Source: an optimization exercise on an open RTL-to-GDS flow (aim: a short achievable clock period and few clock cycles). Production flows keep margins and buffers that such runs may drop. In this exercise RTL edits were held to simulation tests only and were not proved equivalent to the original. Power is estimated from default activity; no workload was simulated.

**config.mk**
```make
export PLATFORM = sky130hd
export DESIGN_NAME = rv_core
export DESIGN_NICKNAME = rv_core
export VERILOG_FILES = /design/flow/design.v
export SDC_FILE = /design/flow/constraint.sdc
export NUM_CORES = 4
export LEC_CHECK = 0
export CAP_MARGIN = 20
export CORE_MARGIN = 2
export CORE_UTILIZATION = 30
export SETUP_SLACK_MARGIN = 4
export SLEW_MARGIN = 20
export SYNTH_HIERARCHICAL = 1
```
**constraint.sdc**
```tcl
create_clock -name core_clock -period 7.0 [get_ports {clk}]
set_input_delay 1.4000 -clock core_clock [delete_from_list [all_inputs] [get_ports {clk}]]
set_output_delay 1.4000 -clock core_clock [all_outputs]
set_load 0.01 [all_outputs]
```
**design.v**
```verilog
`default_nettype none
package rv_pkg;
    typedef logic [31:0] word_t;
    typedef logic [4:0]  reg_addr_t;
    typedef logic [3:0]  byte_mask_t;
    localparam int ALU_ADD  = 0;
    localparam int ALU_SUB  = 1;
    localparam int ALU_SLL  = 2;
    localparam int ALU_SLT  = 3;
    localparam int ALU_SLTU = 4;
    localparam int ALU_XOR  = 5;
    localparam int ALU_SRL  = 6;
    localparam int ALU_SRA  = 7;
    localparam int ALU_OR   = 8;
    localparam int ALU_AND  = 9;
    localparam int ALU_N    = 10;
    typedef logic [ALU_N-1:0] alu_oh_t;
    localparam logic [6:0] op_reg   = 7'b0110011;
    localparam logic [6:0] op_imm   = 7'b0010011;
    localparam logic [6:0] op_lui   = 7'b0110111;
    localparam logic [6:0] op_auipc = 7'b0010111;
    localparam logic [6:0] op_load  = 7'b0000011;
    localparam logic [6:0] op_store = 7'b0100011;
    localparam logic [2:0] f3_byte   = 3'b000;
    localparam logic [2:0] f3_half   = 3'b001;
    localparam logic [2:0] f3_word   = 3'b010;
    localparam logic [2:0] f3_byte_u = 3'b100;
    localparam logic [2:0] f3_half_u = 3'b101;
    localparam word_t RESET_PC_DEFAULT = 32'h1eceb000;
endpackage
`default_nettype wire
`timescale 1ns/1ps
`default_nettype none
module rv_decode (
    input  rv_pkg::word_t     inst,
    output logic              is_alu,
    output logic              is_load,
    output logic              is_store,
    output rv_pkg::reg_addr_t rs1_s,
    output rv_pkg::reg_addr_t rs2_s,
    output rv_pkg::reg_addr_t rd_s,
    output logic              use_pc,
    output logic              use_imm,
    output rv_pkg::word_t     imm,
    output rv_pkg::alu_oh_t   alu_oh,
    output logic [2:0]        funct3
);
    logic [6:0] opcode;
    logic       is_op;
    logic       is_opi;
    logic       is_lui;
    logic       is_auipc;
    logic       alt;
    assign opcode   = inst[6:0];
    assign funct3   = inst[14:12];
    assign alt      = inst[30];
    assign is_op    = (opcode == rv_pkg::op_reg);
    assign is_opi   = (opcode == rv_pkg::op_imm);
    assign is_lui   = (opcode == rv_pkg::op_lui);
    assign is_auipc = (opcode == rv_pkg::op_auipc);
    assign is_load  = (opcode == rv_pkg::op_load);
    assign is_store = (opcode == rv_pkg::op_store) && (funct3[2] == 1'b0) && (funct3[1:0] != 2'b11);
    assign is_alu   = (is_op || is_opi || is_lui || is_auipc) && (inst[11:7] != 5'd0);
    assign rs1_s    = (is_op || is_opi || is_load || is_store) ? inst[19:15] : 5'd0;
    assign rs2_s    = (is_op || is_store) ? inst[24:20] : 5'd0;
    assign rd_s     = (is_alu || is_load) ? inst[11:7] : 5'd0;
    assign use_pc   = is_auipc;
    assign use_imm  = !is_op;
    always_comb begin
        if (is_lui || is_auipc) begin
            imm = {inst[31:12], 12'b0};
        end else if (opcode == rv_pkg::op_store) begin
            imm = {{20{inst[31]}}, inst[31:25], inst[11:7]};
        end else begin
            imm = {{20{inst[31]}}, inst[31:20]};
        end
    end
    always_comb begin
        alu_oh = '0;
        if (is_lui || is_auipc) begin
            alu_oh[rv_pkg::ALU_ADD] = 1'b1;
        end else begin
            case (funct3)
                3'b000: begin
                    alu_oh[rv_pkg::ALU_SUB] = is_op && alt;
                    alu_oh[rv_pkg::ALU_ADD] = !(is_op && alt);
                end
                3'b001: alu_oh[rv_pkg::ALU_SLL]  = 1'b1;
                3'b010: alu_oh[rv_pkg::ALU_SLT]  = 1'b1;
                3'b011: alu_oh[rv_pkg::ALU_SLTU] = 1'b1;
                3'b100: alu_oh[rv_pkg::ALU_XOR]  = 1'b1;
                3'b101: begin
                    alu_oh[rv_pkg::ALU_SRA] = alt;
                    alu_oh[rv_pkg::ALU_SRL] = !alt;
                end
                3'b110: alu_oh[rv_pkg::ALU_OR]   = 1'b1;
                default: alu_oh[rv_pkg::ALU_AND] = 1'b1;
            endcase
        end
    end
endmodule
`default_nettype wire
`timescale 1ns/1ps
`default_nettype none
module rv_regfile (
    input  logic              clk,
    input  logic              rst,
    input  logic              wa_en,
    input  rv_pkg::reg_addr_t wa_s,
    input  rv_pkg::word_t     wa_v,
    input  logic              wb_en,
    input  rv_pkg::reg_addr_t wb_s,
    input  rv_pkg::word_t     wb_v,
    input  rv_pkg::reg_addr_t rs1_s,
    input  rv_pkg::reg_addr_t rs2_s,
    output rv_pkg::word_t     rs1_v,
    output rv_pkg::word_t     rs2_v
);
    rv_pkg::word_t regs [1:31];
    always_ff @(posedge clk) begin
        for (int i = 1; i < 32; i++) begin
            if (rst) begin
                regs[i] <= '0;
            end else if (wa_en && (wa_s == 5'(i))) begin
                regs[i] <= wa_v;
            end else if (wb_en && (wb_s == 5'(i))) begin
                regs[i] <= wb_v;
            end
        end
    end
    function automatic rv_pkg::word_t rd_port(input rv_pkg::reg_addr_t s);
        if (s == 5'd0) begin
            rd_port = '0;
        end else if (wa_en && (wa_s == s)) begin
            rd_port = wa_v;
        end else if (wb_en && (wb_s == s)) begin
            rd_port = wb_v;
        end else begin
            rd_port = regs[s];
        end
    endfunction
    assign rs1_v = rd_port(rs1_s);
    assign rs2_v = rd_port(rs2_s);
endmodule
`default_nettype wire
`timescale 1ns/1ps
`default_nettype none
module rv_execute (
    input  rv_pkg::word_t   x_val,
    input  rv_pkg::word_t   e_a,
    input  rv_pkg::word_t   e_b,
    input  logic            e_xa,
    input  logic            e_xb,
    input  rv_pkg::alu_oh_t alu_oh,
    output rv_pkg::word_t   alu_out
);
    rv_pkg::word_t op_a;
    rv_pkg::word_t op_b;
    assign op_a = e_xa ? x_val : e_a;
    assign op_b = e_xb ? x_val : e_b;
    rv_pkg::word_t sum;
    rv_pkg::word_t dif;
    logic          lt;
    logic          ltu;
    logic [4:0]    shamt;
    rv_pkg::word_t sll_v;
    rv_pkg::word_t srl_v;
    rv_pkg::word_t sra_v;
    logic unused_c;
    logic unused_c2;
    rv_add u_add (.a(op_a), .b(op_b), .cin(1'b0), .sum(sum), .cout(unused_c));
    rv_add u_sub (.a(op_a), .b(~op_b), .cin(1'b1), .sum(dif), .cout(unused_c2));
    assign ltu          = (op_a[31] ^ op_b[31]) ? op_b[31] : dif[31];
    assign lt           = (op_a[31] ^ op_b[31]) ? op_a[31] : dif[31];
    assign shamt        = op_b[4:0];
    assign sll_v        = op_a << shamt;
    assign srl_v        = op_a >> shamt;
    assign sra_v        = $signed(op_a) >>> shamt;
    assign alu_out = ({32{alu_oh[rv_pkg::ALU_ADD]}}  & sum)
                   | ({32{alu_oh[rv_pkg::ALU_SUB]}}  & dif)
                   | ({32{alu_oh[rv_pkg::ALU_SLL]}}  & sll_v)
                   | ({32{alu_oh[rv_pkg::ALU_SLT]}}  & {31'b0, lt})
                   | ({32{alu_oh[rv_pkg::ALU_SLTU]}} & {31'b0, ltu})
                   | ({32{alu_oh[rv_pkg::ALU_XOR]}}  & (op_a ^ op_b))
                   | ({32{alu_oh[rv_pkg::ALU_SRL]}}  & srl_v)
                   | ({32{alu_oh[rv_pkg::ALU_SRA]}}  & sra_v)
                   | ({32{alu_oh[rv_pkg::ALU_OR]}}   & (op_a | op_b))
                   | ({32{alu_oh[rv_pkg::ALU_AND]}}  & (op_a & op_b));
endmodule
`default_nettype wire
`default_nettype none
module rv_add (
    input  rv_pkg::word_t a,
    input  rv_pkg::word_t b,
    input  logic          cin,
    output rv_pkg::word_t sum,
    output logic          cout
);
    logic [31:0] g [0:5];
    logic [31:0] p [0:5];
    logic [31:0] hp;
    logic [32:0] c;
    assign hp   = a ^ b;
    assign g[0] = (a & b) | {31'b0, hp[0] & cin};
    assign p[0] = hp;
    for (genvar l = 0; l < 5; l++) begin : g_lvl
        for (genvar i = 0; i < 32; i++) begin : g_bit
            if (i >= (1 << l)) begin : g_op
                assign g[l+1][i] = g[l][i] | (p[l][i] & g[l][i-(1<<l)]);
                assign p[l+1][i] = p[l][i] & p[l][i-(1<<l)];
            end else begin : g_pass
                assign g[l+1][i] = g[l][i];
                assign p[l+1][i] = p[l][i];
            end
        end
    end
    assign c    = {g[5], cin};
    assign sum  = hp ^ c[31:0];
    assign cout = c[32];
endmodule
`default_nettype wire
`timescale 1ns/1ps
`default_nettype none
module rv_store_enc (
    input  logic               is_store,
    input  logic [2:0]         funct3,
    input  logic [1:0]         lane,
    input  rv_pkg::word_t      store_v,
    output rv_pkg::byte_mask_t store_mask,
    output rv_pkg::word_t      store_data
);
    always_comb begin
        store_mask = '0;
        store_data = store_v;
        if (is_store) begin
            case (funct3[1:0])
                2'b00: begin
                    store_mask = 4'b0001 << lane;
                    store_data = {4{store_v[7:0]}};
                end
                2'b01: begin
                    store_mask = lane[1] ? 4'b1100 : 4'b0011;
                    store_data = {2{store_v[15:0]}};
                end
                default: store_mask = 4'b1111;
            endcase
        end
    end
endmodule
module rv_agen (
    input  logic          sel_x,
    input  logic          sel_l,
    input  rv_pkg::word_t x_val,
    input  rv_pkg::word_t l_val,
    input  rv_pkg::word_t base,
    input  rv_pkg::word_t imm,
    output rv_pkg::word_t base_cur,
    output rv_pkg::word_t addr
);
    logic unused_c;
    assign base_cur = sel_x ? x_val : (sel_l ? l_val : base);
    rv_add u_add (.a(base_cur), .b(imm), .cin(1'b0), .sum(addr), .cout(unused_c));
endmodule
module rv_load_store (
    input  logic [2:0]         ld_funct3,
    input  logic [1:0]         ld_lane,
    input  rv_pkg::word_t      dmem_rdata,
    output rv_pkg::word_t      load_data
);
    logic [7:0]  ld_byte;
    logic [15:0] ld_half;
    assign ld_byte = dmem_rdata[{ld_lane, 3'b000} +: 8];
    assign ld_half = dmem_rdata[{ld_lane[1], 4'b0000} +: 16];
    always_comb begin
        case (ld_funct3)
            rv_pkg::f3_byte:   load_data = {{24{ld_byte[7]}}, ld_byte};
            rv_pkg::f3_byte_u: load_data = {24'b0, ld_byte};
            rv_pkg::f3_half:   load_data = {{16{ld_half[15]}}, ld_half};
            rv_pkg::f3_half_u: load_data = {16'b0, ld_half};
            default:           load_data = dmem_rdata;
        endcase
    end
endmodule
`default_nettype wire
`timescale 1ns/1ps
`default_nettype none
module rv_core #(
    parameter rv_pkg::word_t RESET_PC = rv_pkg::RESET_PC_DEFAULT
) (
    input  logic               clk,
    input  logic               rst,
    output rv_pkg::word_t      imem_addr,
    output rv_pkg::byte_mask_t imem_rmask,
    input  rv_pkg::word_t      imem_rdata,
    input  logic               imem_resp,
    output rv_pkg::word_t      dmem_addr,
    output rv_pkg::byte_mask_t dmem_rmask,
    output rv_pkg::byte_mask_t dmem_wmask,
    output rv_pkg::word_t      dmem_wdata,
    input  rv_pkg::word_t      dmem_rdata,
    input  logic               dmem_resp
);
    rv_pkg::word_t f_req;
    rv_pkg::word_t f_prev;
    logic          f_ok;       
    logic          f_acc;      
    logic [2:0]    fq_cnt;
    rv_pkg::word_t fq [0:3];
    rv_pkg::word_t pc_d1;
    logic          f_push;
    logic          f_fail;
    logic          f_acc_n;
    logic          fq_pop;
    assign imem_addr  = f_req;
    assign imem_rmask = 4'b1111;
    assign f_push  = f_acc && imem_resp;
    assign f_fail  = f_acc && !imem_resp;
    assign f_acc_n = f_ok && !f_fail;
    always_ff @(posedge clk) begin
        if (rst) begin
            f_req  <= RESET_PC;
            f_ok   <= 1'b1;
            f_acc  <= 1'b0;
            fq_cnt <= '0;
            pc_d1  <= RESET_PC;
        end else begin
            f_req  <= f_fail ? f_prev : (f_ok ? f_req + 32'd4 : f_req);
            f_acc  <= f_acc_n;
            f_ok   <= ({1'b0, fq_cnt} + {3'b0, f_push} + {3'b0, f_acc_n}) <= 4'd3;
            fq_cnt <= fq_cnt + {2'b0, f_push} - {2'b0, fq_pop};
            if (fq_pop) begin
                pc_d1 <= pc_d1 + 32'd4;
            end
        end
        f_prev <= f_req;
    end
    always_ff @(posedge clk) begin
        for (int i = 0; i < 4; i++) begin
            if (fq_pop) begin
                if (f_push && (fq_cnt == 3'(i + 1))) begin
                    fq[i] <= imem_rdata;
                end else begin
                    fq[i] <= fq[(i + 1) % 4];
                end
            end else if (f_push && (fq_cnt == 3'(i))) begin
                fq[i] <= imem_rdata;
            end
        end
    end
    rv_pkg::word_t     d1_inst;
    logic              d1_valid;
    logic              d1_alu;
    logic              d1_load;
    logic              d1_store;
    rv_pkg::reg_addr_t d1_rs1;
    rv_pkg::reg_addr_t d1_rs2;
    rv_pkg::reg_addr_t d1_rd;
    logic              d1_use_pc;
    logic              d1_use_imm;
    rv_pkg::word_t     d1_imm;
    rv_pkg::alu_oh_t   d1_oh;
    logic [2:0]        d1_f3;
    rv_pkg::word_t     rf_rs1_v;
    rv_pkg::word_t     rf_rs2_v;
    assign d1_inst  = fq[0];
    assign d1_valid = (fq_cnt != 3'd0);
    rv_decode u_rv_decode (
        .inst     (d1_inst),
        .is_alu   (d1_alu),
        .is_load  (d1_load),
        .is_store (d1_store),
        .rs1_s    (d1_rs1),
        .rs2_s    (d1_rs2),
        .rd_s     (d1_rd),
        .use_pc   (d1_use_pc),
        .use_imm  (d1_use_imm),
        .imm      (d1_imm),
        .alu_oh   (d1_oh),
        .funct3   (d1_f3)
    );
    rv_pkg::word_t     x_val;
    rv_pkg::reg_addr_t x_rd;
    logic              x_wen;
    rv_pkg::word_t     l_val;
    rv_pkg::reg_addr_t l_rd;
    logic              l_wen;
    rv_regfile u_rv_regfile (
        .clk   (clk),
        .rst   (rst),
        .wa_en (x_wen),
        .wa_s  (x_rd),
        .wa_v  (x_val),
        .wb_en (l_wen),
        .wb_s  (l_rd),
        .wb_v  (l_val),
        .rs1_s (d1_inst[19:15]),
        .rs2_s (d1_inst[24:20]),
        .rs1_v (rf_rs1_v),
        .rs2_v (rf_rs2_v)
    );
    logic              d2_valid;
    logic              d2_alu;
    logic              d2_load;
    logic              d2_store;
    rv_pkg::reg_addr_t d2_rs1;
    rv_pkg::reg_addr_t d2_rs2;
    rv_pkg::reg_addr_t d2_rd;
    rv_pkg::word_t     d2_a;
    rv_pkg::word_t     d2_b;
    rv_pkg::word_t     d2_imm;
    rv_pkg::alu_oh_t   d2_oh;
    logic [2:0]        d2_f3;
    logic              d2_free;
    logic              d2_go;
    logic              d2_mem_go;
    rv_pkg::word_t     a_cur;
    rv_pkg::word_t     b_cur;
    logic              e_valid;
    rv_pkg::reg_addr_t e_rd;
    rv_pkg::alu_oh_t   e_oh;
    rv_pkg::word_t     e_a;
    rv_pkg::word_t     e_b;
    logic              e_xa;
    logic              e_xb;
    logic              req_valid;
    logic              req_shown;
    rv_pkg::word_t     req_addr;
    rv_pkg::byte_mask_t req_rmask;
    rv_pkg::byte_mask_t req_wmask;
    rv_pkg::word_t     req_wdata;
    logic              req_ldw;
    rv_pkg::reg_addr_t req_rd;
    logic [2:0]        req_f3;
    logic              q_valid;
    logic              q_load;
    logic              q_store;
    logic              q_ldw;
    rv_pkg::reg_addr_t q_rd;
    logic [2:0]        q_f3;
    rv_pkg::word_t     q_imm;
    rv_pkg::word_t     q_base;
    rv_pkg::word_t     q_data;
    logic              q_bx, q_bl, q_blv;
    logic              q_dx, q_dl, q_dlv;
    logic              q_ready;
    logic              q_move;
    logic              resp_now;
    logic              req_free_n;
    logic s_xa, s_la, s_xb, s_lb;
    assign a_cur = s_xa ? x_val : (s_la ? l_val : d2_a);
    assign b_cur = s_xb ? x_val : (s_lb ? l_val : d2_b);
    logic he1, he2, hr1, hr2, hq1, hq2, hrd, hqd;
    assign resp_now   = req_valid && req_shown && dmem_resp;
    assign req_free_n = !req_valid || resp_now;
    logic d2_direct;
    logic q_take;
    assign q_ready = !q_bl && !q_dl;
    assign q_move  = q_valid && q_ready && req_free_n;
    logic alu_ok;
    logic mem_ok;
    logic mem_wait;
    assign alu_ok = !hq1 && !hq2 && !hqd &&
                    (resp_now || (!hr1 && !hr2 && !hrd));
    assign mem_ok   = !q_valid || q_move;
    assign mem_wait = he1 || hq1 || hr1 || (d2_store && (he2 || hq2 || hr2));
    assign d2_go     = d2_valid && (d2_alu ? alu_ok : mem_ok);
    assign d2_mem_go = d2_valid && !d2_alu && mem_ok;
    assign d2_free   = !d2_valid || d2_go;
    assign fq_pop    = d1_valid && (d2_free || !(d1_alu || d1_load || d1_store));
    rv_pkg::word_t      m_addr;
    rv_pkg::byte_mask_t m_wmask;
    rv_pkg::word_t      m_wdata;
    rv_pkg::word_t      qb_cur;
    rv_pkg::word_t      qd_cur;
    rv_pkg::word_t      qm_addr;
    rv_pkg::byte_mask_t qm_wmask;
    rv_pkg::word_t      qm_wdata;
    rv_pkg::word_t      ld_data;
    rv_pkg::word_t      unused_a;
    rv_agen u_agen_d2 (
        .sel_x    (s_xa),
        .sel_l    (s_la),
        .x_val    (x_val),
        .l_val    (l_val),
        .base     (d2_a),
        .imm      (d2_imm),
        .base_cur (unused_a),
        .addr     (m_addr)
    );
    rv_agen u_agen_q (
        .sel_x    (q_bx),
        .sel_l    (q_blv),
        .x_val    (x_val),
        .l_val    (l_val),
        .base     (q_base),
        .imm      (q_imm),
        .base_cur (qb_cur),
        .addr     (qm_addr)
    );
    assign qd_cur  = q_dx ? x_val : (q_dlv ? l_val : q_data);
    rv_store_enc u_enc_d2 (
        .is_store   (d2_store),
        .funct3     (d2_f3),
        .lane       (m_addr[1:0]),
        .store_v    (b_cur),
        .store_mask (m_wmask),
        .store_data (m_wdata)
    );
    rv_store_enc u_enc_q (
        .is_store   (q_store),
        .funct3     (q_f3),
        .lane       (qm_addr[1:0]),
        .store_v    (qd_cur),
        .store_mask (qm_wmask),
        .store_data (qm_wdata)
    );
    rv_load_store u_rv_load_store (
        .ld_funct3  (req_f3),
        .ld_lane    (req_addr[1:0]),
        .dmem_rdata (dmem_rdata),
        .load_data  (ld_data)
    );
    always_ff @(posedge clk) begin
        if (rst) begin
            d2_valid <= 1'b0;
        end else if (d2_free) begin
            d2_valid <= d1_valid && (d1_alu || d1_load || d1_store);
        end
    end
    logic l_wen_n;
    logic alu_go;
    logic d2_ldw;
    assign l_wen_n = resp_now && req_ldw;
    assign alu_go  = d2_valid && d2_alu && alu_ok;
    assign d2_ldw  = d2_load && (d2_rd != 5'd0);
    function automatic logic [2:0] haz_n(
        input rv_pkg::reg_addr_t r1,     
        input rv_pkg::reg_addr_t r2      
    );
        logic c_q1, c_q2, c_r1, c_r2, c_d1, c_e1;
        logic n_e, n_r, n_q;
        c_q1 = q_ldw && (q_rd == r1) && (r1 != 5'd0);
        c_q2 = q_ldw && (q_rd == r2) && (r2 != 5'd0);
        c_r1 = req_ldw && (req_rd == r1) && (r1 != 5'd0);
        c_r2 = req_ldw && (req_rd == r2) && (r2 != 5'd0);
        c_d1 = d2_ldw && (d2_rd == r1) && (r1 != 5'd0);
        c_e1 = (d2_rd == r1) && (r1 != 5'd0);
        n_e = alu_go && c_e1;
        if (q_take) begin
            n_q = c_d1;
        end else if (q_move) begin
            n_q = 1'b0;
        end else begin
            n_q = q_valid && (d2_free ? c_q1 : c_q2);
        end
        if (req_free_n) begin
            if (q_move) begin
                n_r = d2_free ? c_q1 : c_q2;
            end else begin
                n_r = d2_direct && c_d1;
            end
        end else begin
            n_r = req_valid && (d2_free ? c_r1 : c_r2);
        end
        haz_n = {n_e, n_r, n_q};
    endfunction
    logic unused_hde;
    always_ff @(posedge clk) begin
        {he1, hr1, hq1}        <= haz_n(d1_rs1, d2_rs1);
        {he2, hr2, hq2}        <= haz_n(d1_rs2, d2_rs2);
        {unused_hde, hrd, hqd} <= haz_n(d1_rd, d2_rd);
    end
    always_ff @(posedge clk) begin
        if (d2_free) begin
            s_xa <= e_valid && (e_rd == d1_rs1);
            s_xb <= e_valid && (e_rd == d1_rs2);
            s_la <= l_wen_n && (req_rd == d1_rs1);
            s_lb <= l_wen_n && (req_rd == d1_rs2);
        end else begin
            s_xa <= e_valid && (e_rd == d2_rs1);
            s_xb <= e_valid && (e_rd == d2_rs2);
            s_la <= l_wen_n && (req_rd == d2_rs1);
            s_lb <= l_wen_n && (req_rd == d2_rs2);
        end
    end
    always_ff @(posedge clk) begin
        if (d2_free) begin
            d2_alu   <= d1_alu;
            d2_load  <= d1_load;
            d2_store <= d1_store;
            d2_rs1   <= d1_rs1;
            d2_rs2   <= d1_rs2;
            d2_rd    <= d1_rd;
            d2_imm   <= d1_imm;
            d2_oh    <= d1_oh;
            d2_f3    <= d1_f3;
            d2_a     <= d1_use_pc ? pc_d1 : ((d1_rs1 != 5'd0) ? rf_rs1_v : '0);
            d2_b     <= (d1_alu && d1_use_imm) ? d1_imm : ((d1_rs2 != 5'd0) ? rf_rs2_v : '0);
        end else begin
            d2_a     <= a_cur;
            d2_b     <= b_cur;
        end
    end
    always_ff @(posedge clk) begin
        if (rst) begin
            e_valid <= 1'b0;
        end else begin
            e_valid <= d2_valid && d2_alu && alu_ok;
        end
        e_rd  <= d2_rd;
        e_oh  <= d2_oh;
        e_a   <= (!he1 && hr1) ? ld_data : a_cur;
        e_b   <= (!he2 && hr2) ? ld_data : b_cur;
        e_xa  <= he1;
        e_xb  <= he2;
    end
    rv_pkg::word_t alu_out;
    rv_execute u_rv_execute (
        .x_val   (x_val),
        .e_a     (e_a),
        .e_b     (e_b),
        .e_xa    (e_xa),
        .e_xb    (e_xb),
        .alu_oh  (e_oh),
        .alu_out (alu_out)
    );
    always_ff @(posedge clk) begin
        if (rst) begin
            x_wen <= 1'b0;
        end else begin
            x_wen <= e_valid;
        end
        x_rd  <= e_rd;
        x_val <= alu_out;
    end
    assign dmem_addr  = {req_addr[31:2], 2'b00};
    assign dmem_rmask = req_rmask;
    assign dmem_wmask = req_wmask;
    assign dmem_wdata = req_wdata;
    assign d2_direct = d2_mem_go && !q_valid && req_free_n && !mem_wait;
    assign q_take    = d2_mem_go && !d2_direct;
    always_ff @(posedge clk) begin
        if (rst) begin
            req_valid <= 1'b0;
            req_shown <= 1'b0;
            req_rmask <= '0;
            req_wmask <= '0;
            q_valid   <= 1'b0;
        end else begin
            if (req_free_n) begin
                req_shown <= 1'b0;
                if (q_move) begin
                    req_valid <= 1'b1;
                    req_rmask <= q_load ? 4'b1111 : 4'b0000;
                    req_wmask <= qm_wmask;
                end else if (d2_direct) begin
                    req_valid <= 1'b1;
                    req_rmask <= d2_load ? 4'b1111 : 4'b0000;
                    req_wmask <= m_wmask;
                end else begin
                    req_valid <= 1'b0;
                    req_rmask <= '0;
                    req_wmask <= '0;
                end
            end else begin
                req_shown <= 1'b1;
            end
            if (q_take) begin
                q_valid <= 1'b1;
            end else if (q_move) begin
                q_valid <= 1'b0;
            end
        end
    end
    always_ff @(posedge clk) begin
        if (req_free_n) begin
            if (q_move) begin
                req_addr  <= qm_addr;
                req_wdata <= qm_wdata;
                req_ldw   <= q_ldw;
                req_rd    <= q_rd;
                req_f3    <= q_f3;
            end else begin
                req_addr  <= m_addr;
                req_wdata <= m_wdata;
                req_ldw   <= d2_load && (d2_rd != 5'd0);
                req_rd    <= d2_rd;
                req_f3    <= d2_f3;
            end
        end
        if (q_take) begin
            q_load  <= d2_load;
            q_store <= d2_store;
            q_ldw   <= d2_load && (d2_rd != 5'd0);
            q_rd    <= d2_rd;
            q_f3    <= d2_f3;
            q_imm   <= d2_imm;
            q_base  <= a_cur;
            q_data  <= b_cur;
            q_bx    <= he1;
            q_bl    <= !he1 && (hq1 || (hr1 && !resp_now));
            q_blv   <= !he1 && !hq1 && hr1 && resp_now;
            q_dx    <= d2_store && he2;
            q_dl    <= d2_store && !he2 && (hq2 || (hr2 && !resp_now));
            q_dlv   <= d2_store && !he2 && !hq2 && hr2 && resp_now;
        end else begin
            q_base  <= qb_cur;
            q_data  <= qd_cur;
            q_bx    <= 1'b0;
            q_dx    <= 1'b0;
            q_blv   <= q_bl && resp_now;
            q_dlv   <= q_dl && resp_now;
            q_bl    <= q_bl && !resp_now;
            q_dl    <= q_dl && !resp_now;
        end
    end
    always_ff @(posedge clk) begin
        if (rst) begin
            l_wen <= 1'b0;
        end else begin
            l_wen <= l_wen_n;
        end
        l_rd  <= req_rd;
        l_val <= ld_data;
    end
endmodule
`default_nettype wire
```
**run.sh**
```bash
#!/bin/bash
# synth_recipe.tcl (not shown) runs the flow's synth.tcl, then flattens the netlist and writes it again
# the make line also repeats each setting of config.mk as NAME=value (left out here)
make -C /OpenROAD-flow-scripts/flow DESIGN_CONFIG=/design/flow/config.mk WORK_HOME=/design/flow/orfs CLKGATE_MAP_FILE= SYNTH_SCRIPT=/design/flow/synth_recipe.tcl finish
```
==> reports/results.tsv, run 1 <==
stage	metric	value	unit
grt	grt_usage	0.3818	
die	num_rows	219	
outcome	error	[ERROR GRT-0232] Routing congestion too high. Check the congestion heatmap in the GUI.	
die	die_x	603.0	um
clocking	clock-root-buffer	clkbuf_16	
clocking	htreeDepth	4	
placed_design	dp_hpwl	427100	um
grt	grt_overflow_total	6	
synthesis	syn_inst	12790	
clocking	cts_hold_buffers	0	
synthesis	synth.avg_cell_area	8.415	um2
die	ios	176	
die	die_h	603.0	um
die	initial_core_util	0.3019	
outcome	status	stopped before the end	
placed_design	gp_congestion	1.180	
placed_design	io_buffers	169	
outcome	failing_step	global routing	
clocking	cts_buffers	188	
clocking	cts_max_path_buffers	4	
grt	grt_max_degree	180	
synthesis	ys_warn_count	48	
clocking	clkSinkCount	1711	
synthesis	syn_area	107600	um2
## worst max-delay path by stage
stage	cells after the start	endpoint	slack [ps]	from
3_3_place_gp	13	d2_a[3]$_DFF_P_	1780	fq[0][19]$_DFFE_PP_
3_5_place_dp	15	x_val[26]$_DFF_P_	1730	e_xa$_DFF_P_
4_1_cts	16	x_val[26]$_DFF_P_	2690	e_xb$_DFF_P_
2_1_floorplan	18	x_val[26]$_DFF_P_	3060	e_xa$_DFF_P_
## metal layers
layer / track usage / overflow
met1: 0.4138 / 0
met2: 0.4953 / 0
met3: 0.2590 / 6
met4: 0.3043 / 0
met5: 0.1469 / 0
## power groups by stage
| stage | combinational (mW) | clock, mW | sequential, mW |
|---|---|---|---|
| 4_1_cts | 19.0 | 10.2 | 12.2 |
| 3_3_place_gp | 15.1 | 0 | 12.6 |
| 3_5_place_dp | 15.1 | 0 | 12.6 |
| 2_1_floorplan | 8.38 | 0 | 11.9 |
## per-stage QoR
stage	util	area, um2	instances	hold WS, ps	worst slack, ps
2_1_floorplan	-	107900	12790	323.3	3065
3_3_place_gp	0.3177	113200	16720	325.0	1777
3_5_place_dp	0.3178	113300	16720	329.4	1735
4_1_cts	0.3695	131700	17640	342.9	2687
## what timing repair did
action	4_1_cts
pin swaps	424
buffers inserted	564
gates cloned	40
resized for setup	1548
endpoints found under the setup margin	1361
Testbench counts, summed over its fixed seeds: cycles 13,828.
==> run 2: changes to the inputs <==
--- a/design.v
+++ b/design.v
@@ -113,6 +113,8 @@
     input  rv_pkg::word_t     wb_v,
     input  rv_pkg::reg_addr_t rs1_s,
     input  rv_pkg::reg_addr_t rs2_s,
+    input  logic [31:0]       rs1_oh,
+    input  logic [31:0]       rs2_oh,
     output rv_pkg::word_t     rs1_v,
     output rv_pkg::word_t     rs2_v
 );
@@ -128,7 +130,12 @@
             end
         end
     end
-    function automatic rv_pkg::word_t rd_port(input rv_pkg::reg_addr_t s);
+    function automatic rv_pkg::word_t rd_port(input rv_pkg::reg_addr_t s, input logic [31:0] oh);
+        rv_pkg::word_t v;
+        v = '0;
+        for (int i = 1; i < 32; i++) begin
+            v = v | ({32{oh[i]}} & regs[i]);
+        end
         if (s == 5'd0) begin
             rd_port = '0;
         end else if (wa_en && (wa_s == s)) begin
@@ -136,28 +143,27 @@
         end else if (wb_en && (wb_s == s)) begin
             rd_port = wb_v;
         end else begin
-            rd_port = regs[s];
+            rd_port = v;
         end
     endfunction
-    assign rs1_v = rd_port(rs1_s);
-    assign rs2_v = rd_port(rs2_s);
+    assign rs1_v = rd_port(rs1_s, rs1_oh);
+    assign rs2_v = rd_port(rs2_s, rs2_oh);
 endmodule
 `default_nettype wire
 `timescale 1ns/1ps
 `default_nettype none
 module rv_execute (
-    input  rv_pkg::word_t   x_val,
+    input  rv_pkg::word_t   x_fa,
+    input  rv_pkg::word_t   x_fb,
     input  rv_pkg::word_t   e_a,
     input  rv_pkg::word_t   e_b,
-    input  logic            e_xa,
-    input  logic            e_xb,
     input  rv_pkg::alu_oh_t alu_oh,
     output rv_pkg::word_t   alu_out
 );
     rv_pkg::word_t op_a;
     rv_pkg::word_t op_b;
-    assign op_a = e_xa ? x_val : e_a;
-    assign op_b = e_xb ? x_val : e_b;
+    assign op_a = x_fa | e_a;
+    assign op_b = x_fb | e_b;
     rv_pkg::word_t sum;
     rv_pkg::word_t dif;
     logic          lt;
@@ -166,10 +172,8 @@
     rv_pkg::word_t sll_v;
     rv_pkg::word_t srl_v;
     rv_pkg::word_t sra_v;
-    logic unused_c;
-    logic unused_c2;
-    rv_add u_add (.a(op_a), .b(op_b), .cin(1'b0), .sum(sum), .cout(unused_c));
-    rv_add u_sub (.a(op_a), .b(~op_b), .cin(1'b1), .sum(dif), .cout(unused_c2));
+    assign sum          = op_a + op_b;
+    assign dif          = op_a - op_b;
     assign ltu          = (op_a[31] ^ op_b[31]) ? op_b[31] : dif[31];
     assign lt           = (op_a[31] ^ op_b[31]) ? op_a[31] : dif[31];
     assign shamt        = op_b[4:0];
@@ -188,37 +192,6 @@
                    | ({32{alu_oh[rv_pkg::ALU_AND]}}  & (op_a & op_b));
 endmodule
 `default_nettype wire
-`default_nettype none
-module rv_add (
-    input  rv_pkg::word_t a,
-    input  rv_pkg::word_t b,
-    input  logic          cin,
-    output rv_pkg::word_t sum,
-    output logic          cout
-);
-    logic [31:0] g [0:5];
-    logic [31:0] p [0:5];
-    logic [31:0] hp;
-    logic [32:0] c;
-    assign hp   = a ^ b;
-    assign g[0] = (a & b) | {31'b0, hp[0] & cin};
-    assign p[0] = hp;
-    for (genvar l = 0; l < 5; l++) begin : g_lvl
-        for (genvar i = 0; i < 32; i++) begin : g_bit
-            if (i >= (1 << l)) begin : g_op
-                assign g[l+1][i] = g[l][i] | (p[l][i] & g[l][i-(1<<l)]);
-                assign p[l+1][i] = p[l][i] & p[l][i-(1<<l)];
-            end else begin : g_pass
-                assign g[l+1][i] = g[l][i];
-                assign p[l+1][i] = p[l][i];
-            end
-        end
-    end
-    assign c    = {g[5], cin};
-    assign sum  = hp ^ c[31:0];
-    assign cout = c[32];
-endmodule
-`default_nettype wire
 `timescale 1ns/1ps
 `default_nettype none
 module rv_store_enc (
@@ -248,18 +221,15 @@
     end
 endmodule
 module rv_agen (
-    input  logic          sel_x,
-    input  logic          sel_l,
-    input  rv_pkg::word_t x_val,
-    input  rv_pkg::word_t l_val,
-    input  rv_pkg::word_t base,
+    input  rv_pkg::word_t b_x,
+    input  rv_pkg::word_t b_l,
+    input  rv_pkg::word_t b_r,
     input  rv_pkg::word_t imm,
     output rv_pkg::word_t base_cur,
     output rv_pkg::word_t addr
 );
-    logic unused_c;
-    assign base_cur = sel_x ? x_val : (sel_l ? l_val : base);
-    rv_add u_add (.a(base_cur), .b(imm), .cin(1'b0), .sum(addr), .cout(unused_c));
+    assign base_cur = b_x | b_l | b_r;
+    assign addr     = base_cur + imm;
 endmodule
 module rv_load_store (
     input  logic [2:0]         ld_funct3,
@@ -334,6 +304,22 @@
         end
         f_prev <= f_req;
     end
+    logic [31:0] d1_oh1;
+    logic [31:0] d1_oh2;
+    always_ff @(posedge clk) begin
+        if (fq_pop) begin
+            if (f_push && (fq_cnt == 3'd1)) begin
+                d1_oh1 <= 32'd1 << imem_rdata[19:15];
+                d1_oh2 <= 32'd1 << imem_rdata[24:20];
+            end else begin
+                d1_oh1 <= 32'd1 << fq[1][19:15];
+                d1_oh2 <= 32'd1 << fq[1][24:20];
+            end
+        end else if (f_push && (fq_cnt == 3'd0)) begin
+            d1_oh1 <= 32'd1 << imem_rdata[19:15];
+            d1_oh2 <= 32'd1 << imem_rdata[24:20];
+        end
+    end
     always_ff @(posedge clk) begin
         for (int i = 0; i < 4; i++) begin
             if (fq_pop) begin
@@ -395,6 +381,8 @@
         .wb_v  (l_val),
         .rs1_s (d1_inst[19:15]),
         .rs2_s (d1_inst[24:20]),
+        .rs1_oh (d1_oh1),
+        .rs2_oh (d1_oh2),
         .rs1_v (rf_rs1_v),
         .rs2_v (rf_rs2_v)
     );
@@ -420,8 +408,8 @@
     rv_pkg::alu_oh_t   e_oh;
     rv_pkg::word_t     e_a;
     rv_pkg::word_t     e_b;
-    logic              e_xa;
-    logic              e_xb;
+    rv_pkg::word_t     x_fa;
+    rv_pkg::word_t     x_fb;
     logic              req_valid;
     logic              req_shown;
     rv_pkg::word_t     req_addr;
@@ -440,15 +428,15 @@
     rv_pkg::word_t     q_imm;
     rv_pkg::word_t     q_base;
     rv_pkg::word_t     q_data;
-    logic              q_bx, q_bl, q_blv;
-    logic              q_dx, q_dl, q_dlv;
+    logic              q_bl, q_dl;
+    rv_pkg::word_t     x_qb, x_qd, l_qb, l_qd;
     logic              q_ready;
     logic              q_move;
     logic              resp_now;
     logic              req_free_n;
-    logic s_xa, s_la, s_xb, s_lb;
-    assign a_cur = s_xa ? x_val : (s_la ? l_val : d2_a);
-    assign b_cur = s_xb ? x_val : (s_lb ? l_val : d2_b);
+    rv_pkg::word_t x_da, x_db, l_da, l_db;
+    assign a_cur = x_da | l_da | d2_a;
+    assign b_cur = x_db | l_db | d2_b;
     logic he1, he2, hr1, hr2, hq1, hq2, hrd, hqd;
     assign resp_now   = req_valid && req_shown && dmem_resp;
     assign req_free_n = !req_valid || resp_now;
@@ -478,26 +466,22 @@
     rv_pkg::word_t      ld_data;
     rv_pkg::word_t      unused_a;
     rv_agen u_agen_d2 (
-        .sel_x    (s_xa),
-        .sel_l    (s_la),
-        .x_val    (x_val),
-        .l_val    (l_val),
-        .base     (d2_a),
+        .b_x      (x_da),
+        .b_l      (l_da),
+        .b_r      (d2_a),
         .imm      (d2_imm),
         .base_cur (unused_a),
         .addr     (m_addr)
     );
     rv_agen u_agen_q (
-        .sel_x    (q_bx),
-        .sel_l    (q_blv),
-        .x_val    (x_val),
-        .l_val    (l_val),
-        .base     (q_base),
+        .b_x      (x_qb),
+        .b_l      (l_qb),
+        .b_r      (q_base),
         .imm      (q_imm),
         .base_cur (qb_cur),
         .addr     (qm_addr)
     );
-    assign qd_cur  = q_dx ? x_val : (q_dlv ? l_val : q_data);
+    assign qd_cur  = x_qd | l_qd | q_data;
     rv_store_enc u_enc_d2 (
         .is_store   (d2_store),
         .funct3     (d2_f3),
@@ -570,18 +554,16 @@
         {he2, hr2, hq2}        <= haz_n(d1_rs2, d2_rs2);
         {unused_hde, hrd, hqd} <= haz_n(d1_rd, d2_rd);
     end
-    always_ff @(posedge clk) begin
-        if (d2_free) begin
-            s_xa <= e_valid && (e_rd == d1_rs1);
-            s_xb <= e_valid && (e_rd == d1_rs2);
-            s_la <= l_wen_n && (req_rd == d1_rs1);
-            s_lb <= l_wen_n && (req_rd == d1_rs2);
-        end else begin
-            s_xa <= e_valid && (e_rd == d2_rs1);
-            s_xb <= e_valid && (e_rd == d2_rs2);
-            s_la <= l_wen_n && (req_rd == d2_rs1);
-            s_lb <= l_wen_n && (req_rd == d2_rs2);
-        end
+    logic s_xa_n, s_la_n, s_xb_n, s_lb_n;
+    assign s_xa_n = e_valid && (e_rd == (d2_free ? d1_rs1 : d2_rs1));
+    assign s_xb_n = e_valid && (e_rd == (d2_free ? d1_rs2 : d2_rs2));
+    assign s_la_n = l_wen_n && (req_rd == (d2_free ? d1_rs1 : d2_rs1));
+    assign s_lb_n = l_wen_n && (req_rd == (d2_free ? d1_rs2 : d2_rs2));
+    always_ff @(posedge clk) begin
+        x_da <= s_xa_n ? alu_out : '0;
+        x_db <= s_xb_n ? alu_out : '0;
+        l_da <= (s_la_n && !s_xa_n) ? ld_data : '0;
+        l_db <= (s_lb_n && !s_xb_n) ? ld_data : '0;
     end
     always_ff @(posedge clk) begin
         if (d2_free) begin
@@ -594,11 +576,20 @@
             d2_imm   <= d1_imm;
             d2_oh    <= d1_oh;
             d2_f3    <= d1_f3;
-            d2_a     <= d1_use_pc ? pc_d1 : ((d1_rs1 != 5'd0) ? rf_rs1_v : '0);
-            d2_b     <= (d1_alu && d1_use_imm) ? d1_imm : ((d1_rs2 != 5'd0) ? rf_rs2_v : '0);
+        end
+        if (s_xa_n || s_la_n) begin
+            d2_a <= '0;
+        end else if (d2_free) begin
+            d2_a <= d1_use_pc ? pc_d1 : ((d1_rs1 != 5'd0) ? rf_rs1_v : '0);
+        end else begin
+            d2_a <= a_cur;
+        end
+        if (s_xb_n || s_lb_n) begin
+            d2_b <= '0;
+        end else if (d2_free) begin
+            d2_b <= (d1_alu && d1_use_imm) ? d1_imm : ((d1_rs2 != 5'd0) ? rf_rs2_v : '0);
         end else begin
-            d2_a     <= a_cur;
-            d2_b     <= b_cur;
+            d2_b <= b_cur;
         end
     end
     always_ff @(posedge clk) begin
@@ -609,18 +600,15 @@
         end
         e_rd  <= d2_rd;
         e_oh  <= d2_oh;
-        e_a   <= (!he1 && hr1) ? ld_data : a_cur;
-        e_b   <= (!he2 && hr2) ? ld_data : b_cur;
-        e_xa  <= he1;
-        e_xb  <= he2;
+        e_a   <= he1 ? '0 : (hr1 ? ld_data : a_cur);
+        e_b   <= he2 ? '0 : (hr2 ? ld_data : b_cur);
     end
     rv_pkg::word_t alu_out;
     rv_execute u_rv_execute (
-        .x_val   (x_val),
+        .x_fa    (x_fa),
+        .x_fb    (x_fb),
         .e_a     (e_a),
         .e_b     (e_b),
-        .e_xa    (e_xa),
-        .e_xb    (e_xb),
         .alu_oh  (e_oh),
         .alu_out (alu_out)
     );
@@ -632,6 +620,8 @@
         end
         x_rd  <= e_rd;
         x_val <= alu_out;
+        x_fa  <= he1 ? alu_out : '0;
+        x_fb  <= he2 ? alu_out : '0;
     end
     assign dmem_addr  = {req_addr[31:2], 2'b00};
     assign dmem_rmask = req_rmask;
@@ -695,24 +685,20 @@
             q_rd    <= d2_rd;
             q_f3    <= d2_f3;
             q_imm   <= d2_imm;
-            q_base  <= a_cur;
-            q_data  <= b_cur;
-            q_bx    <= he1;
+            q_base  <= (he1 || hq1 || hr1) ? '0 : a_cur;
+            q_data  <= (d2_store && (he2 || hq2 || hr2)) ? '0 : b_cur;
             q_bl    <= !he1 && (hq1 || (hr1 && !resp_now));
-            q_blv   <= !he1 && !hq1 && hr1 && resp_now;
-            q_dx    <= d2_store && he2;
             q_dl    <= d2_store && !he2 && (hq2 || (hr2 && !resp_now));
-            q_dlv   <= d2_store && !he2 && !hq2 && hr2 && resp_now;
         end else begin
             q_base  <= qb_cur;
             q_data  <= qd_cur;
-            q_bx    <= 1'b0;
-            q_dx    <= 1'b0;
-            q_blv   <= q_bl && resp_now;
-            q_dlv   <= q_dl && resp_now;
             q_bl    <= q_bl && !resp_now;
             q_dl    <= q_dl && !resp_now;
         end
+        x_qb <= (q_take && he1) ? alu_out : '0;
+        x_qd <= (q_take && d2_store && he2) ? alu_out : '0;
+        l_qb <= (q_take ? (!he1 && !hq1 && hr1 && resp_now) : (q_bl && resp_now)) ? ld_data : '0;
+        l_qd <= (q_take ? (d2_store && !he2 && !hq2 && hr2 && resp_now) : (q_dl && resp_now)) ? ld_data : '0;
     end
     always_ff @(posedge clk) begin
         if (rst) begin
==> flow/run.sh (new file) <==
#!/bin/bash
# The standard layout, except that synthesis leaves adders to ABC instead of
# extracting full and half adder cells first (ADDER_MAP_FILE empty). Registers
# are untouched by that step, so they match the standard synthesis.
set -euo pipefail
bash standard.sh ADDER_MAP_FILE= finish > standard_flow.log 2>&1
==> standard.sh (new file) <==
#!/bin/bash
# synth_recipe.tcl (not shown) runs the flow's synth.tcl, then flattens the netlist and writes it again
# the make line also repeats each setting of config.mk as NAME=value (left out here)
make -C /OpenROAD-flow-scripts/flow DESIGN_CONFIG=/design/flow/config.mk WORK_HOME=/design/flow/orfs CLKGATE_MAP_FILE= SYNTH_SCRIPT=/design/flow/synth_recipe.tcl "${@:-finish}"
--- a/config.mk
+++ b/config.mk
@@ -8,6 +8,8 @@
 export CAP_MARGIN = 20
 export CORE_MARGIN = 2
 export CORE_UTILIZATION = 30
+export GPL_ROUTABILITY_DRIVEN = 1
+export PLACE_DENSITY = 0.45
 export SETUP_SLACK_MARGIN = 4
 export SLEW_MARGIN = 20
 export SYNTH_HIERARCHICAL = 1
removed: run.sh
==> run 2 against run 1 <==
Effect of this change:
- the run now finishes clean
- area after synthesis is 1.9% higher
- synthesized cell count decreased by 0.70%
==> reports/results.tsv, run 2 <==
stage	metric	value	unit	change
finish	drive_gt1_frac	0.2064		
finish	largest_reg_flops	992		
grt	grt_pass1_wl	902700	um	
routing	via_count	118600		
clocking	cts_buffers	264		+40%
routing	wl_per_cell	38.27	um	
worst_setup_path	rrSetupSlack	3420	ps	
die	fp.dieArea	370500	um2	
worst_setup_path	required	7700	ps	
clocking	tritoncts	done		
clocking	cts.clk_slew.worst_paths	60	ps	
clocking	insertion_delay	990	ps	
synthesis	synth.avg_cell_area	8.637	um2	+2.6%
timing	fin_tns_setup	0	ps	
placed_design	io_buffers	169		unchanged
grt	grt_usage	0.3442		
finish	area_growth	25.23	%	
timing	rsz0062_at_grt	yes		
timing	hold_ws	348.8	ps	
outcome	status	finished clean		
worst_setup_path	worstSetupPathType	flip-flop to flip-flop		
worst_setup_path	timing.critical_path.to_type	flip-flop		
grt	grt_overflow_total	0		
die	fp.coreArea	364700	um2	
timing	drv_slew	0		
die	initial_core_util	0.3008		-0.001155
finish	final_common_cell	dfxtp_1		
flow_run	cap_violations	0		
routing	wl	679400	um	
routing	viasPerCell	6.683		
clocking	cts_hold_buffers	0		unchanged
timing	period_minus_slack	3583	ps	
finish	nNetsFinal	12740		
clocking	clock-root-buffer	clkbuf_16		
clocking	htreeDepth	5		+1
die	die_h	608.7	um	+0.95%
grt	grt_antenna_before_repair	69		
pwr	leakagePower	52.65	nW	
pwr	vdd_ir_drop_max	0.0001837	V	
routing	antenna_left	0		
die	ios	176		unchanged
synthesis	syn_area	109700	um2	+1.9%
placed_design	gp_congestion	0.9688		-18%
clocking	cts_max_path_buffers	4		unchanged
die	die_x	608.7	um	+0.95%
finish	mostFrequentLayoutCells	dfxtp_1, nor2_1, nand2_1, mux2i_1, a211oi_1		
timing	fin_crit_sh	0.5118		
worst_setup_path	cp.arrival	4280	ps	
clocking	clkSinkCount	2083		+22%
timing	finClkSkew	71.47	ps	
synthesis	ys_warn_count	13		-73%
timing	relSlewSlack	0.09309		
routing	drc	0		
finish	regMostFlops	u_rv_regfile.regs		
worst_setup_path	critPathLaunchType	flip-flop		
timing	max_freq	279.1	MHz	
timing	hold_viol_final	0		
timing	setup_viol	0		
pwr	power_density	255.4	nW/um2	
die	num_rows	222		+1.4%
finish	largest_registers	u_rv_regfile.regs x992, fq x128		
grt	grt_pass1_vias	106800		
worst_hold_path	hold_path_class	flip-flop to flip-flop		
placed_design	dp_hpwl	397100	um	-7.0%
worst_setup_path	crit_fanout	4		
routing	dr.first_iter.drc_count	22690		
synthesis	syn_inst	12700		-0.70%
routing	firstDrtPassIters	15		
timing	tightest_slew	1360	ps	
grt	grt_max_degree	172		
## run 2: path summary, 6_finish.rpt
path / from / to / cells past startpoint
setup reg to reg: x_da[6]$_SDFF_PN0_ / req_addr[29]$_DFFE_PN_ / 16
setup / recovery: x_da[6]$_SDFF_PN0_ / req_addr[29]$_DFFE_PN_ / 16
hold reg to reg: d2_oh[9]$_DFFE_PN_ / e_oh[9]$_DFF_P_ / 0
hold / removal: d2_oh[9]$_DFFE_PN_ / e_oh[9]$_DFF_P_ / 0
## run 2: area by class of cell
cell class / instances / area, um2
Fill cell: 36290 / 227300
Multi-Input combinational cell: 9152 / 65490
Timing Repair Buffer: 1112 / 12110
Tap cell: 4816 / 6026
Clock inverter: 92 / 1145
Inverter: 56 / 282.8
Timing Repair inverter: 2 / 17.52
Sequential cell: 2083 / 44510
Clock buffer: 377 / 7621
Antenna cell: 63 / 157.7
## run 2: critical path: stages, from the launching register on
cell and delay, ps:
dfxtp_1 310, or3_4 450, maj3_2 330, a31oi_2 170, o211ai_1 120, buf_4 180
buf_6 120, a21oi_4 180, o21bai_4 90, o221ai_4 300, buf_6 180, o21ai_4 80
o21ai_1 270, o31a_1 210, o311ai_4 110, nand2_1 90, nand2_1 110
## run 2: stage by stage
stage | worst slack [ps] | power [mW] | instances | area [um2] | util
floorplan | 3529 | 16.45 | 12700 | 110100 | -
global placement | 1511 | 19.33 | 16680 | 115500 | 0.3167
detailed placement | 1405 | 19.35 | 16690 | 115700 | 0.3172
CTS | 3273 | 33.91 | 17440 | 131300 | 0.3600
global route | 3278 | 35.54 | 17700 | 137200 | 0.3763
finish | 3417 | 35.09 | 17750 | 137400 | 0.3766
## run 2: per-layer routing
| metal | vias up | track usage | wire [um] |
|---|---|---|---|
| met2 | 10320 | 0.4710 | 264100 |
| met1 | 58020 | 0.4391 | 262400 |
| met4 | 37 | 0.2233 | 56870 |
| met3 | 3119 | 0.1424 | 95530 |
| li1 | 47140 | - | - |
| met5 | - | 0.008782 | 550 |
## run 2: report_power, final
group	internal [mW]	switching, mW	total [mW]
registers	12.8	0.646	13.4
logic	2.13	5.24	7.36
clock network	8.38	5.90	14.3
total	23.3	11.8	35.1
## run 2: what timing repair did
| action | 4_1_cts | 5_1_grt |
|---|---|---|
| setup buffers | 243 | 221 |
| endpoints found under the setup margin | 1734 | 798 |
| pin swaps | 171 | 296 |
| endpoints found under the hold margin | 0 | 0 |
| resized for setup | 1193 | 800 |
| cloned | 35 | 30 |
Testbench counts of run 2, summed over its fixed seeds: cycles 13,828.

[separate check: timing with driven ports]
The flow's constraints put no driver on any port. The routed layout listed below was extracted and timed again, unchanged, in two steps. Step 1: set_driving_cell puts a clkbuf_16 on clk and a buf_2 on each other input, an assumption about the parent block. Step 2, shift: input delay + t, output delay - t, t = (earliest + latest rising clock arrival at the registers) / 2. This alone moves slack from input paths to output paths. a / b / c = ideal ports / drivers / drivers and shift; a / b = the first two.
run: run 2
t (ns): 1.069
setup WS [ns]: 3.417 / 3.417 / 2.975
clock arrival spread, ns: 0.084 / 0.085
After both steps run 2 still meets setup and hold. For run 2, drivers alone change the setup slack by 0.000 ns; drivers and shift together by -0.442 ns.
